From an optimization exercise on the open Yosys and OpenROAD flow, aimed at small area, a short achievable clock period and few clock cycles per item; shortcuts taken in it are not production practice.
The RTL was checked by simulation tests, not by an equivalence proof against the original design.

==> inputs of run a <==
## timed_rgbw_light_interpolator_top
module timed_rgbw_light_interpolator_top #(
  parameter int unsigned SLOTS = 16
) (
  input  logic        clk_i,
  input  logic        rst_ni,
  input  logic        in_valid_i,
  output logic        in_ready_o,
  input  logic        op_i,
  input  logic [3:0]  entry_index_i,
  input  logic        entry_valid_i,
  input  logic [4:0]  entry_hour_i,
  input  logic [5:0]  entry_minute_i,
  input  logic [7:0]  entry_red_i,
  input  logic [7:0]  entry_green_i,
  input  logic [7:0]  entry_blue_i,
  input  logic [7:0]  entry_white_i,
  input  logic [31:0] now_unix_i,
  input  logic [4:0]  now_hour_i,
  input  logic [5:0]  now_minute_i,
  output logic        out_valid_o,
  input  logic        out_ready_i,
  output logic        active_o,
  output logic [7:0]  level_red_o,
  output logic [7:0]  level_green_o,
  output logic [7:0]  level_blue_o,
  output logic [7:0]  level_white_o
);
clock: 12.0 ns
lec_check: 0
abc_clock_period_in_ps: 4000
cap_margin: 20
core_margin: 2
core_utilization: 45
place_density: 0.6
setup_slack_margin: 5
slew_margin: 20
run.sh (not shown) runs the stock make flow with config.mk's settings and CLKGATE_MAP_FILE= SYNTH_SCRIPT=/design/flow/synth_recipe.tcl, a recipe that flattens the netlist after the stock synthesis.
==> inputs of run b, as changes to run a <==
--- a/flow/design.v
+++ b/flow/design.v
@@ -55,13 +55,13 @@
   function automatic logic [SLOTS-1:0] above(input logic [IW-1:0] a);
     for (int i = 0; i < SLOTS; i++) above[i] = (IW'(i) > a);
   endfunction
   logic [SLOTS-1:0]            valid_q;
   logic [SLOTS-1:0][HM_W-1:0]  hm_q;
   logic [SLOTS-1:0][31:0]      lvl_q;
-  logic [SLOTS-1:0][16:0]      sec_q;     
+  logic [SLOTS-1:0][10:0]      min_q;     
   logic                        pending_q;
   function automatic logic [IW-1:0] next_valid(input logic [SLOTS-1:0] v, input logic [IW-1:0] a);
     logic [SLOTS-1:0] hi;
     hi = v & above(a);
     next_valid = (|hi) ? first_set(hi) : first_set(v);
   endfunction
@@ -102,35 +102,35 @@
   end
   assign in_t = (17'(in_m_q) << 6) - (17'(in_m_q) << 2);
   always_ff @(posedge clk_i or negedge rst_ni) begin
     if (!rst_ni) begin
       hm_q[0]  <= '0;
       lvl_q[0] <= '0;
-      sec_q[0] <= '0;
+      min_q[0] <= '0;
       hm_q[1]  <= {5'd12, 6'd0};
       lvl_q[1] <= '1;
-      sec_q[1] <= 17'd43200;
+      min_q[1] <= 11'd720;
     end else begin
       if (wr && in_idx_q == 4'd0) begin
         hm_q[0]  <= in_hm_q;
         lvl_q[0] <= in_w_q;
-        sec_q[0] <= in_t;
+        min_q[0] <= in_m_q;
       end
       if (wr && in_idx_q == 4'd1) begin
         hm_q[1]  <= in_hm_q;
         lvl_q[1] <= in_w_q;
-        sec_q[1] <= in_t;
+        min_q[1] <= in_m_q;
       end
     end
   end
   for (genvar s = 2; s < SLOTS; s++) begin : g_slot
     always_ff @(posedge clk_i) begin
       if (wr && in_idx_q == 4'(s)) begin
         hm_q[s]  <= in_hm_q;
         lvl_q[s] <= in_w_q;
-        sec_q[s] <= in_t;
+        min_q[s] <= in_m_q;
       end
     end
   end
   always_ff @(posedge clk_i or negedge rst_ni) begin
     if (!rst_ni) begin
       valid_q <= SLOTS'(2'b11);
@@ -190,16 +190,16 @@
   logic [31:0]     r_ptp, r_ntp, cand_tp;
   logic            adv;
   logic [IW-1:0]   prev_n, next_n;
   assign prev_sel = r_walk_q ? walk_q : r_prev_q;
   assign hm_2     = hm_q[r_next2_q];
   assign hm_3     = hm_q[next3_q];
-  assign sec_p    = sec_q[prev_sel];
-  assign sec_n    = sec_q[r_next_q];
-  assign sec_2    = sec_q[r_next2_q];
-  assign sec_3    = sec_q[next3_q];
+  assign sec_p    = (17'(min_q[prev_sel]) << 6) - (17'(min_q[prev_sel]) << 2);
+  assign sec_n    = (17'(min_q[r_next_q]) << 6) - (17'(min_q[r_next_q]) << 2);
+  assign sec_2    = (17'(min_q[r_next2_q]) << 6) - (17'(min_q[r_next2_q]) << 2);
+  assign sec_3    = (17'(min_q[next3_q]) << 6) - (17'(min_q[next3_q]) << 2);
   assign nv3      = next_valid(valid_q, (ph_q == PH_SCAN) ? r_next2_q : next3_q);
   assign r_ntp = ut_q + 32'(sec_n) + (r_bn_q ? 32'(SEC_DAY) : 32'd0);
   assign r_ptp = ut_q + 32'(sec_p) - (r_bp_q ? 32'(SEC_DAY) : 32'd0);
   assign adv     = (ph_q == PH_NORM) && !empty_q && (next_tp_q < u_q);
   assign cand_tp = ut_q + ((hm2_q < n_q) ? 32'(t2d_q) : 32'(t2_q));
   assign prev_n  = adv ? next_q  : prev_q;
- CORE_UTILIZATION: 45 -> 60
- PLACE_DENSITY: 0.6 -> 0.7
==> qor summary <==
| metric | run a | run b |
|---|---|---|
| Worst reg2reg path depth | 18 | 34 |
| Run status | timing/DRC/antenna clean | timing/DRC/antenna clean |
| Top-area cell type share of the netlist area | 20.58% | 20.70% |
| RD Place Congestion | 0.9836 | 1.012 |
| Sinks on the clock net | 3142 | 3062 |
| Syn Std Cell Area | 206000 um2 | 204800 um2 |
| Hold path endpoint | u_datapath.basef_q[1] | u_datapath.basec_q[7] |
| Core box area | 456100 um2 | 339800 um2 |
| Global Route Usage Sum | 31.11% | 40.66% |
| Number of signal-net buffers in the layout | 749 | 817 |
| P&R area growth vs syn | 13.13% | 12.73% |
| Max stage delay on crit path | 0.68 ns | 0.49 ns |
| 1st-iter DRT viols | 17180 | 17890 |
| DR WL/cell | 27.98 um | 29.05 um |
| Signal buf overhead | 3.149% | 3.656% |
| Share of synthesized cell area in and, or, nand and nor gates | 11.92% | 11.13% |
| Met3 wire length | 74230 um | 75540 um |
| Instance count of the mapped netlist | 19910 | 19810 |
| HPWL after detailed placement | 528900 um | 509600 um |
Testbench counts of run a, summed over its fixed seeds: cycles 2,353, ticks 1,920.
Testbench counts of run b, summed over its fixed seeds: cycles 2,353, ticks 1,920.

## static timing again, ports no longer ideal
The flow's constraints put no driver on any port. The routed layouts listed below were extracted and timed again, unchanged, in two steps. Step 1 (the two cells are an assumption about what drives the block):
set clk [get_ports {clk_i}]
set_driving_cell -lib_cell sky130_fd_sc_hd__clkbuf_16 $clk
set_driving_cell -lib_cell sky130_fd_sc_hd__buf_2 [delete_from_list [all_inputs] $clk]
Step 2 moves the port delays by t, midway between the first and last clock arrival at a register: inputs arrive t later, outputs are due t later. That takes back most of the time a late clock gives input paths. Slacks: ideal / step 1 / step 2; pairs: ideal / step 1.
run	t, ns	setup slack, ns	cell pins on the clock port's net
run a	1.081	5.001 / 5.001 / 5.001	1
run b	1.074	4.919 / 4.919 / 4.919	1
After both steps every run listed still meets setup and hold.
